What follows belongs to an exercise in optimizing a design on an open flow for small area; a production flow would make more cautious choices. The RTL was checked by simulation tests, not by an equivalence proof against the original design. No activity file was given, so power comes from the tool's default toggle rates.

JK:
// ex_top
module ex_top
(
    input  logic         clk,
    input  logic         rst_n,
    input  logic [164:0] id_ex_in,
    input  logic [31:0]  wb_write_data,
    input  logic [4:0]   wb_rd_addr,
    input  logic         wb_reg_write,
    input  logic         stall,
    input  logic         flush,
    output logic         branch_taken,
    output logic [31:0]  branch_target,
    output logic [87:0]  ex_mem_out
);
==> flow/config.mk <==
export PLATFORM = sky130hd
export DESIGN_NAME = ex_top
export DESIGN_NICKNAME = ex_top
export VERILOG_FILES = /design/flow/design.v
export SDC_FILE = /design/flow/constraint.sdc
export NUM_CORES = 4
export LEC_CHECK = 0
export ABC_AREA = 1
export CAP_MARGIN = 20
export CORE_MARGIN = 2
export CORE_UTILIZATION = 40
export SLEW_MARGIN = 20
==> flow/constraint.sdc <==
create_clock -name core_clock -period 8.0 [get_ports {clk}]
set_input_delay 1.6000 -clock core_clock [delete_from_list [all_inputs] [get_ports {clk}]]
set_output_delay 1.6000 -clock core_clock [all_outputs]
set_load 0.01 [all_outputs]
standard.sh (not shown) runs the stock make flow with config.mk's settings and CLKGATE_MAP_FILE= SYNTH_SCRIPT=/design/flow/synth_recipe.tcl, a recipe that flattens the netlist after the stock synthesis.
==> flow/flow/run.sh <==
#!/bin/bash
# The standard layout with two changes:
#  - synthesis maps the logic with the ABC script in flow/abc_area_amap.script;
#    everything else in synthesis (synth_recipe.tcl, ORFS synth.tcl) is unchanged
#  - the ports are buffered with buf_1 instead of the resizer's default buffer
#  - clock tree: larger sink clusters and no dummy loads
set -euo pipefail
here=$(pwd)
sed "s#log_cmd abc {\*}\$abc_args#log_cmd abc {*}[lreplace \$abc_args 1 1 $here/flow/abc_area_amap.script]#" \
    "$FLOW_HOME/scripts/synth.tcl" > "$here/synth_amap.tcl"
grep -q abc_area_amap "$here/synth_amap.tcl"
sed "s#source \$::env(SCRIPTS_DIR)/synth.tcl#source $here/synth_amap.tcl#" synth_recipe.tcl > "$here/my_synth.tcl"
grep -q synth_amap "$here/my_synth.tcl"
export CTS_ARGS="-sink_clustering_enable -repair_clock_nets -dont_use_dummy_load -sink_clustering_size 30 -sink_clustering_max_diameter 100"
export BUFFER_PORTS_ARGS="-buffer_cell sky130_fd_sc_hd__buf_1"
bash standard.sh SYNTH_SCRIPT="$here/my_synth.tcl" finish > standard.log 2>&1
==> flow/flow/abc_area_amap.script <==
strash
dch
map -D 2100
topo
stime -c
buffer -c
upsize -c
dnsize -c
[inputs] MS vs JK
--- a/flow/flow/run.sh
+++ b/flow/flow/run.sh
@@ -6,2 +6,3 @@
 #  - clock tree: larger sink clusters and no dummy loads
+#  - floorplan only removes synthesis buffers (no pre-placement upsizing)
 set -euo pipefail
@@ -14,2 +15,3 @@
 export CTS_ARGS="-sink_clustering_enable -repair_clock_nets -dont_use_dummy_load -sink_clustering_size 30 -sink_clustering_max_diameter 100"
+export REMOVE_ABC_BUFFERS=1
 export BUFFER_PORTS_ARGS="-buffer_cell sky130_fd_sc_hd__buf_1"
==> flow/flow/abc_area_amap.script <==
strash
dch
map -D 2100
topo
==> run notes <==
JK: PASS, flow complete, no timing, DRC or antenna violations. MS finished every step from synthesis to the final layout, and the layout passed the timing, design-rule and antenna checks. Met2 track demand over resource: MS vs JK down 1.2 points. Measured against each other, JK and MS differ in netlist area before placement, the higher figure coming from JK. On die boundary width: between JK and MS, it ends up lower for MS. Per the comparison of MS with JK, number of standard cells after synthesis decreased by about 6% relative to the old numbers, power increased by 12 uW relative to the old numbers.
Edits applied to the flow inputs when going from MS to AL:
- putting SETUP_SLACK_MARGIN at 0.1 where nothing was set
--- a/flow/flow/run.sh
+++ b/flow/flow/run.sh
@@ -6,3 +6,2 @@
 #  - clock tree: larger sink clusters and no dummy loads
-#  - floorplan only removes synthesis buffers (no pre-placement upsizing)
 set -euo pipefail
@@ -15,3 +14,2 @@
 export CTS_ARGS="-sink_clustering_enable -repair_clock_nets -dont_use_dummy_load -sink_clustering_size 30 -sink_clustering_max_diameter 100"
-export REMOVE_ABC_BUFFERS=1
 export BUFFER_PORTS_ARGS="-buffer_cell sky130_fd_sc_hd__buf_1"
==> flow/flow/abc_area_amap.script <==
strash
dch
map -D 2100
topo
stime -c
buffer -c
upsize -c
dnsize -c
Findings:
- Number of setup buffers added after CTS ends up lower on AL.
- AL vs. MS: share of the cycle needed by the critical path after routing decreased 2.5 points, detailed-route wire length increased about 11%.
- Of the two values seen for critical path capture point, branch_taken was produced by AL and branch_target[16] by MS.
- On AL: worst setup slack is 0.20 ns higher than what MS gave.
- Share of total power in combinational logic in AL vs MS: up 0.6 points
- Measured against AL, the logic depth of the worst path, buffers included of MS comes out at 1.4 times the reference value.
## Diff of input files: TR against AL
- SETUP_SLACK_MARGIN: 0.1 -> unset
--- a/flow/flow/run.sh
+++ b/flow/flow/run.sh
@@ -6,2 +6,3 @@
 #  - clock tree: larger sink clusters and no dummy loads
+#  - floorplan only removes synthesis buffers (no pre-placement upsizing)
 set -euo pipefail
@@ -14,2 +15,3 @@
 export CTS_ARGS="-sink_clustering_enable -repair_clock_nets -dont_use_dummy_load -sink_clustering_size 30 -sink_clustering_max_diameter 100"
+export REMOVE_ABC_BUFFERS=1
 export BUFFER_PORTS_ARGS="-buffer_cell sky130_fd_sc_hd__buf_1"
[summary]
Initial antenna violation count on TR is down relative to AL.
On cell area, AL and TR are basically level.
Final cell count delta (AL -> TR): insignificant
Going from AL to TR, count of plain and timing-repair buffers has increased, met1 wire length has decreased, logic gate share of total power has decreased.
On worst hold slack, AL tracks TR almost exactly.
From AL to TR the numbers moved as follows: worst setup slack saw a decrease; register-to-register setup slack moved up.

========
ex_top again, from the RTL that the note above started with.
export LEC_CHECK = 0
export ABC_AREA = 1
export CAP_MARGIN = 20
export CORE_MARGIN = 2
export CORE_UTILIZATION = 40
export PLACE_DENSITY = 0.8
export SLEW_MARGIN = 20
create_clock -name core_clock -period 8.0 [get_ports {clk}]
==> flow/flow/run.sh <==
#!/bin/bash
# The standard layout with two changes:
#  - synthesis maps the logic with the ABC script in flow/abc_area_amap.script;
#    everything else in synthesis (synth_recipe.tcl, ORFS synth.tcl) is unchanged
#  - the ports are buffered with buf_1 instead of the resizer's default buffer
#  - clock tree: larger sink clusters and no dummy loads
set -euo pipefail
here=$(pwd)
sed "s#log_cmd abc {\*}\$abc_args#log_cmd abc {*}[lreplace \$abc_args 1 1 $here/flow/abc_area_amap.script]#" \
    "$FLOW_HOME/scripts/synth.tcl" > "$here/synth_amap.tcl"
grep -q abc_area_amap "$here/synth_amap.tcl"
sed "s#source \$::env(SCRIPTS_DIR)/synth.tcl#source $here/synth_amap.tcl#" synth_recipe.tcl > "$here/my_synth.tcl"
grep -q synth_amap "$here/my_synth.tcl"
export CTS_ARGS="-sink_clustering_enable -repair_clock_nets -dont_use_dummy_load -sink_clustering_size 30 -sink_clustering_max_diameter 100"
export BUFFER_PORTS_ARGS="-buffer_cell sky130_fd_sc_hd__buf_1"
bash standard.sh SYNTH_SCRIPT="$here/my_synth.tcl" finish > standard.log 2>&1
==> flow/flow/abc_area_amap.script <==
strash
dch
map -D 2100
topo
stime -c
buffer -c
upsize -c
dnsize -c
Rerun with:
Settings changed: PLACE_DENSITY 0.8 to not set, SETUP_SLACK_MARGIN set to 0.05.
Effect: The changed run produced a clean layout. Power shrinks by 0.31%. Sequential power stays flat. Wire length grows by 0.92%. Hold slack is about the same. Cell count hardly moves.
Rerun with:
==> flow/flow/abc_area_amap.script (replaced) <==
strash
dch
map -D 2100
topo
Settings changed: SETUP_SLACK_MARGIN 0.05 to not set.
After rerunning:
- first-iteration DRC count shrinks by about 7%
- global-route usage fell by 1.6 points
- clock-buffer cell count is unchanged
- cell area came out higher by about 1.8%
- fmax goes up by 1.3%
- clock power rises by about 5%
- power came out higher by 0.41%
- setup slack improves by 0.097 ns
- utilization grows by 3.7 points
- die area went down by about 4.5%
- combinational power goes down by about 0.4%
Rerun with:
==> flow/flow/abc_area_amap.script (replaced) <==
strash
dch
map -D 2100
topo
stime -c
buffer -c
upsize -c
dnsize -c
Settings changed: CORE_UTILIZATION 40 to 50.
Result: The changed run completed without violations; cell area falls by a few percent; fmax falls slightly; power falls slightly; non-clock buffer count falls by 39; register-to-register slack is worse by 0.35 ns.

========
The RTL this note starts from:
==> flow/design.v <==
`default_nettype none
package riscv_pkg;
    localparam int XLEN           = 32;
    localparam int REG_ADDR_WIDTH = 5;
    localparam int FUNCT3_WIDTH   = 3;
    typedef logic [XLEN-1:0]           word_t;      
    typedef logic [REG_ADDR_WIDTH-1:0] reg_addr_t;  
    typedef logic [FUNCT3_WIDTH-1:0]   funct3_t;    
    typedef enum logic [3:0] {
        ADD    = 4'd0,
        SUB    = 4'd1,
        SLL    = 4'd2,
        SLT    = 4'd3,
        SLTU   = 4'd4,
        XOR    = 4'd5,
        SRL    = 4'd6,
        SRA    = 4'd7,
        OR     = 4'd8,
        AND    = 4'd9,
        PASS_B = 4'd10   
    } alu_op_e;
    typedef enum logic [1:0] {
        FWD_NONE = 2'd0,  
        FWD_MEM  = 2'd1,  
        FWD_WB   = 2'd2   
    } forward_src_e;
    typedef enum logic [6:0] {
        OP_IMM    = 7'b0010011,
        OP_REG    = 7'b0110011,
        OP_LUI    = 7'b0110111,
        OP_AUIPC  = 7'b0010111,
        OP_BRANCH = 7'b1100011,
        OP_JAL    = 7'b1101111,
        OP_JALR   = 7'b1100111,
        OP_LOAD   = 7'b0000011,
        OP_STORE  = 7'b0100011
    } opcode_e;
    typedef enum logic [FUNCT3_WIDTH-1:0] {
        BEQ  = 3'b000,
        BNE  = 3'b001,
        BLT  = 3'b100,
        BGE  = 3'b101,
        BLTU = 3'b110,
        BGEU = 3'b111
    } funct3_branch_e;
    typedef struct packed {
        opcode_e opcode;
        alu_op_e alu_op;
        logic    alu_src;    
        logic    reg_write;
        logic    mem_read;
        logic    mem_write;
        logic    is_branch;
        logic    is_jump;    
        logic    is_jalr;
    } ctrl_t;
    typedef struct packed {
        word_t     pc;
        word_t     rs1_data;
        word_t     rs2_data;
        word_t     immediate;
        reg_addr_t rs1_addr;
        reg_addr_t rs2_addr;
        reg_addr_t rd_addr;
        funct3_t   funct3_for_branch;
        ctrl_t     ctrl;
        logic      valid_id_ex;
    } id_ex_reg_t;
    typedef struct packed {
        word_t     alu_result;    
        word_t     rs2_data_str;  
        reg_addr_t rd_addr;
        ctrl_t     ctrl;
        logic      valid_ex_mem;
    } ex_mem_reg_t;
endpackage
`default_nettype wire
`default_nettype none
module ex_pfx32
(
    input  logic [31:0] p,
    input  logic [31:0] g,
    output logic [31:0] co
);
    logic [31:0] G, P;
    integer l, j;
    always_comb begin
        G = g;
        P = p;
        for (l = 0; l < 5; l = l + 1)
            for (j = (2 << l) - 1; j < 32; j = j + (2 << l)) begin
                G[j] = G[j] | (P[j] & G[j - (1 << l)]);
                P[j] = P[j] & P[j - (1 << l)];
            end
        for (l = 3; l >= 0; l = l - 1)
            for (j = 3 * (1 << l) - 1; j < 32; j = j + (2 << l)) begin
                G[j] = G[j] | (P[j] & G[j - (1 << l)]);
                P[j] = P[j] & P[j - (1 << l)];
            end
        co = G;
    end
endmodule
module ex_skl32
(
    input  logic [31:0] p,
    input  logic [31:0] g,
    output logic [31:0] co
);
    logic [31:0] G, P, Gn, Pn;
    integer l, j;
    always_comb begin
        G = g;
        P = p;
        for (l = 0; l < 5; l = l + 1) begin
            Gn = G;
            Pn = P;
            for (j = 0; j < 32; j = j + 1)
                if (j & (1 << l)) begin
                    Gn[j] = G[j] | (P[j] & G[(j >> l << l) - 1]);
                    Pn[j] = P[j] & P[(j >> l << l) - 1];
                end
            G = Gn;
            P = Pn;
        end
        co = G;
    end
endmodule
module ex_top
(
    input  logic         clk,
    input  logic         rst_n,
    input  logic [164:0] id_ex_in,
    input  logic [31:0]  wb_write_data,
    input  logic [4:0]   wb_rd_addr,
    input  logic         wb_reg_write,
    input  logic         stall,
    input  logic         flush,
    output logic         branch_taken,
    output logic [31:0]  branch_target,
    output logic [87:0]  ex_mem_out
);
    logic [31:0] pc, rs1d, rs2d, imm;
    logic [4:0]  a1, a2;
    logic [2:0]  f3;
    logic [6:0]  opc;
    logic [3:0]  aop;
    logic        alu_src, is_jump, is_jalr, valid;
    assign pc      = id_ex_in[164:133];
    assign rs1d    = id_ex_in[132:101];
    assign rs2d    = id_ex_in[100:69];
    assign imm     = id_ex_in[68:37];
    assign a1      = id_ex_in[36:32];
    assign a2      = id_ex_in[31:27];
    assign f3      = id_ex_in[21:19];
    assign opc     = id_ex_in[18:12];
    assign aop     = id_ex_in[11:8];
    assign alu_src = id_ex_in[7];
    assign is_jump = id_ex_in[2];
    assign is_jalr = id_ex_in[1];
    assign valid   = id_ex_in[0];
    logic [87:0] q;
    logic [31:0] q_alu;
    logic [4:0]  q_rd;
    assign q_alu = q[87:56];
    assign q_rd  = q[23:19];
    assign ex_mem_out = q;
    logic mem_ok, wb_ok, m1, w1, n1, m2, w2, n2;
    logic [31:0] rs1f, rs2f;
    assign mem_ok = q[0] & q[6] & (|q_rd);
    assign wb_ok  = wb_reg_write & (|wb_rd_addr);
    assign m1 = mem_ok & (q_rd == a1);
    assign w1 = ~m1 & wb_ok & (wb_rd_addr == a1);
    assign n1 = ~m1 & ~w1;
    assign m2 = mem_ok & (q_rd == a2);
    assign w2 = ~m2 & wb_ok & (wb_rd_addr == a2);
    assign n2 = ~m2 & ~w2;
    assign rs1f = ({32{m1}} & q_alu) | ({32{w1}} & wb_write_data) | ({32{n1}} & rs1d);
    assign rs2f = ({32{m2}} & q_alu) | ({32{w2}} & wb_write_data) | ({32{n2}} & rs2d);
    logic op_jalr, op_jal, op_br, op_auipc;
    assign op_jalr  = (opc == 7'b1100111);
    assign op_jal   = (opc == 7'b1101111);
    assign op_br    = (opc == 7'b1100011);
    assign op_auipc = (opc == 7'b0010111);
    logic [31:0] tx, tsum, tco;
    assign tx = op_jalr ? rs1f : pc;
    ex_skl32 u_tpfx (.p(tx ^ imm), .g(tx & imm), .co(tco));
    assign tsum = (tx ^ imm) ^ {tco[30:0], 1'b0};
    assign branch_target = {tsum[31:1], tsum[0] & ~op_jalr};
    logic [31:0] cx, cy, ceq, cco;
    logic sgn, eq, lt, cond;
    assign sgn = ~f3[1];
    assign cx  = {rs1f[31] ^ sgn, rs1f[30:0]};
    assign cy  = {rs2f[31] ^ sgn, rs2f[30:0]};
    assign ceq = ~(cx ^ cy);
    ex_pfx32 u_cpfx (.p(ceq), .g(~cx & cy), .co(cco));
    assign eq   = &ceq;
    assign lt   = cco[31];
    assign cond = f3[2] ? (lt ^ f3[0]) : (~f3[1] & (eq ^ f3[0]));
    assign branch_taken = valid & ((op_br & cond) | op_jal | op_jalr);
    logic jump, sub, a_pc, a_rs, pass_b;
    logic [31:0] a, b, bx, ap, ag, aco, sum;
    assign jump   = is_jump | is_jalr;
    assign pass_b = (aop == 4'd10);
    assign a_pc   = jump | (op_auipc & ~pass_b);
    assign a_rs   = ~jump & ~op_auipc & ~pass_b;
    assign a  = ({32{a_pc}} & pc) | ({32{a_rs}} & rs1f);
    assign b  = jump ? 32'd4 : (alu_src ? imm : rs2f);
    assign sub = ~jump & ((aop == 4'd1) | (aop == 4'd3) | (aop == 4'd4));
    assign bx = b ^ {32{sub}};
    assign ap = a ^ bx;
    assign ag = a & bx;
    ex_skl32 u_apfx (.p(ap), .g({ag[31:1], ag[0] | (ap[0] & sub)}), .co(aco));
    assign sum = ap ^ {aco[30:0], sub};
    logic c_ltu, c_lt;
    assign c_ltu = ~aco[31];
    assign c_lt  = c_ltu ^ a[31] ^ b[31];
    logic is_sll;
    logic [31:0] sx, sl;
    logic [31:0] sh [0:5];
    logic fill;
    assign is_sll = (aop == 4'd2);
    assign fill   = (aop == 4'd7) & a[31];
    always_comb begin
        for (int i = 0; i < 32; i++) sx[i] = is_sll ? a[31 - i] : a[i];
        sh[0] = sx;
        for (int k = 0; k < 5; k++)
            for (int i = 0; i < 32; i++)
                sh[k+1][i] = b[k] ? ((i + (1 << k) < 32) ? sh[k][i + (1 << k)] : fill) : sh[k][i];
        for (int i = 0; i < 32; i++) sl[i] = sh[5][31 - i];
    end
    logic load, hold;
    assign load = ~flush & ~stall;
    assign hold = ~flush & stall;
    logic s_sum, s_sr, s_sl, s_p, s_g, s_lt, s_ltu;
    assign s_sum = load & (jump | (aop == 4'd0) | (aop == 4'd1) | pass_b);
    assign s_sl  = load & ~jump & is_sll;
    assign s_sr  = load & ~jump & ((aop == 4'd6) | (aop == 4'd7));
    assign s_p   = load & ~jump & ((aop == 4'd5) | (aop == 4'd8));
    assign s_g   = load & ~jump & ((aop == 4'd9) | (aop == 4'd8));
    assign s_lt  = load & ~jump & (aop == 4'd3);
    assign s_ltu = load & ~jump & (aop == 4'd4);
    logic [31:0] alu_d;
    assign alu_d = ({32{s_sum}} & sum) | ({32{s_sr}} & sh[5]) | ({32{s_sl}} & sl)
                 | ({32{s_p}} & ap) | ({32{s_g}} & ag) | ({32{hold}} & q_alu)
                 | {31'd0, (s_lt & c_lt) | (s_ltu & c_ltu)};
    logic [55:0] lo_d;
    assign lo_d = {rs2f, id_ex_in[26:22], id_ex_in[18:1], valid};
    always_ff @(posedge clk or negedge rst_n) begin
        if (!rst_n) q <= '0;
        else        q <= {alu_d, ({56{load}} & lo_d) | ({56{hold}} & q[55:0])};
    end
endmodule
`default_nettype wire
Settings: LEC_CHECK=0, ABC_AREA=1, CAP_MARGIN=20, CORE_MARGIN=2, CORE_UTILIZATION=40, SLEW_MARGIN=20; clock period 8.0 ns.
==> flow/flow/run.sh <==
#!/bin/bash
# The standard layout with two changes:
#  - synthesis maps the logic with the ABC script in flow/abc_area_amap.script;
#    everything else in synthesis (synth_recipe.tcl, ORFS synth.tcl) is unchanged
#  - the ports are buffered with buf_1 instead of the resizer's default buffer
#  - clock tree: larger sink clusters and no dummy loads
set -euo pipefail
here=$(pwd)
sed "s#log_cmd abc {\*}\$abc_args#log_cmd abc {*}[lreplace \$abc_args 1 1 $here/flow/abc_area_amap.script]#" \
    "$FLOW_HOME/scripts/synth.tcl" > "$here/synth_amap.tcl"
grep -q abc_area_amap "$here/synth_amap.tcl"
sed "s#source \$::env(SCRIPTS_DIR)/synth.tcl#source $here/synth_amap.tcl#" synth_recipe.tcl > "$here/my_synth.tcl"
grep -q synth_amap "$here/my_synth.tcl"
export CTS_ARGS="-sink_clustering_enable -repair_clock_nets -dont_use_dummy_load -sink_clustering_size 30 -sink_clustering_max_diameter 100 -root_buf sky130_fd_sc_hd__clkbuf_16 -buf_list sky130_fd_sc_hd__clkbuf_8"
export BUFFER_PORTS_ARGS="-buffer_cell sky130_fd_sc_hd__buf_1"
bash standard.sh SYNTH_SCRIPT="$here/my_synth.tcl" finish > standard.log 2>&1
==> flow/flow/abc_area_amap.script <==
strash
dch
map -D 2000
topo
stime -c
buffer -c
upsize -c
dnsize -c
The first run ran to the end with no violations.
Then changed:
==> flow/flow/run.sh (replaced) <==
#!/bin/bash
# The standard layout with two changes:
#  - synthesis maps the logic with the ABC script in flow/abc_area_amap.script;
#    everything else in synthesis (synth_recipe.tcl, ORFS synth.tcl) is unchanged
#  - the ports are buffered with buf_1 instead of the resizer's default buffer
set -euo pipefail
here=$(pwd)
sed "s#log_cmd abc {\*}\$abc_args#log_cmd abc {*}[lreplace \$abc_args 1 1 $here/flow/abc_area_amap.script]#" \
    "$FLOW_HOME/scripts/synth.tcl" > "$here/synth_amap.tcl"
grep -q abc_area_amap "$here/synth_amap.tcl"
sed "s#source \$::env(SCRIPTS_DIR)/synth.tcl#source $here/synth_amap.tcl#" synth_recipe.tcl > "$here/my_synth.tcl"
grep -q synth_amap "$here/my_synth.tcl"
export BUFFER_PORTS_ARGS="-buffer_cell sky130_fd_sc_hd__buf_1"
bash standard.sh SYNTH_SCRIPT="$here/my_synth.tcl" finish > standard.log 2>&1
==> flow/flow/abc_area_amap.script (replaced) <==
strash
amap
topo
stime -c
buffer -c
upsize -c
dnsize -c
Result: Cell count falls by 5.6%; synthesized cell count falls by 12%; final area rises by 4.5%.
Then changed:
==> flow/flow/abc_area_amap.script (replaced) <==
strash
dch
map -D 2000
topo
stime -c
buffer -c
upsize -c
dnsize -c
- CTS_CLUSTER_DIAMETER: default -> 100
- CTS_CLUSTER_SIZE: default -> 30
Effect: The changed run went through all stages and came out clean; global-route usage rose by 0.94 points; utilization fell by 3.1 points; clock power rose by 12%; via count fell by 0.35%; total power fell by about 7%; synthesized area rose by about 2.2%; first-iteration DRC count fell by about 24%; clock skew fell by 0.0071 ns; combinational power fell by about 20%; routed wire length rose by 2.6%; register-to-register slack got worse by 0.04 ns.
Then changed:
--- a/flow/flow/run.sh
+++ b/flow/flow/run.sh
@@ -4,4 +4,5 @@
 #    everything else in synthesis (synth_recipe.tcl, ORFS synth.tcl) is unchanged
 #  - the ports are buffered with buf_1 instead of the resizer's default buffer
+#  - clock tree: larger sink clusters and no dummy loads
 set -euo pipefail
 here=$(pwd)
@@ -11,4 +12,5 @@
 sed "s#source \$::env(SCRIPTS_DIR)/synth.tcl#source $here/synth_amap.tcl#" synth_recipe.tcl > "$here/my_synth.tcl"
 grep -q synth_amap "$here/my_synth.tcl"
+export CTS_ARGS="-sink_clustering_enable -repair_clock_nets -dont_use_dummy_load -sink_clustering_size 30 -sink_clustering_max_diameter 100"
 export BUFFER_PORTS_ARGS="-buffer_cell sky130_fd_sc_hd__buf_1"
 bash standard.sh SYNTH_SCRIPT="$here/my_synth.tcl" finish > standard.log 2>&1
- CTS_CLUSTER_DIAMETER: 100 -> default
- CTS_CLUSTER_SIZE: 30 -> default
Result: The new run passed the timing, design-rule and antenna checks. Wire length barely changes. Synthesized area does not change. Clock power fell by a quarter to a third.

## what the ideal ports hide
How much do the figures lean on ideal ports? The routed layouts below were timed once more, with nothing changed but the port constraints. Step 1 (the two cells are an assumption about what drives the block):
set clk [get_ports {clk}]
set_driving_cell -lib_cell sky130_fd_sc_hd__clkbuf_16 $clk
set_driving_cell -lib_cell sky130_fd_sc_hd__buf_2 [delete_from_list [all_inputs] $clk]
Step 2, shift: input delay + t, output delay - t, t = (earliest + latest rising clock arrival at the registers) / 2. This alone moves slack from input paths to output paths. Slacks: ideal / step 1 / step 2; pairs: ideal / step 1.
| run | t, ns | setup slack, ns | hold WS [ns] |
|---|---|---|---|
| JK | 0.401 | 0.128 / 0.093 / 0.093 | 0.479 / 0.479 / 0.479 |
| MS | 0.402 | 0.148 / 0.124 / 0.124 | 0.474 / 0.474 / 0.474 |
| AL | 0.400 | 0.348 / 0.311 / 0.311 | 0.479 / 0.479 / 0.479 |
| TR | 0.406 | 0.248 / 0.227 / 0.227 | 0.476 / 0.476 / 0.476 |
| the first run of note 2 | 0.398 | 0.184 / 0.156 / 0.156 | 0.480 / 0.480 / 0.480 |
| the second run of note 2 | 0.402 | 0.196 / 0.160 / 0.160 | 0.478 / 0.478 / 0.478 |
| the third run of note 2 | 0.395 | 0.293 / 0.271 / 0.271 | 0.475 / 0.475 / 0.475 |
| the fourth run of note 2 | 0.403 | 0.236 / 0.212 / 0.212 | 0.478 / 0.478 / 0.478 |
| the first run of note 3 | 0.403 | 0.372 / 0.350 / 0.338 | 0.481 / 0.481 / 0.481 |
| the second run of note 3 | 0.404 | 0.190 / 0.167 / 0.140 | 0.537 / 0.537 / 0.537 |
| the third run of note 3 | 0.415 | 0.360 / 0.338 / 0.338 | 0.484 / 0.484 / 0.484 |
| the fourth run of note 3 | 0.403 | 0.372 / 0.350 / 0.338 | 0.481 / 0.481 / 0.481 |
After both steps setup and hold are still met in every run listed. The setup slack of the second run of note 3, which loses most, moves by -0.023 ns with the drivers and by -0.050 ns with both steps.
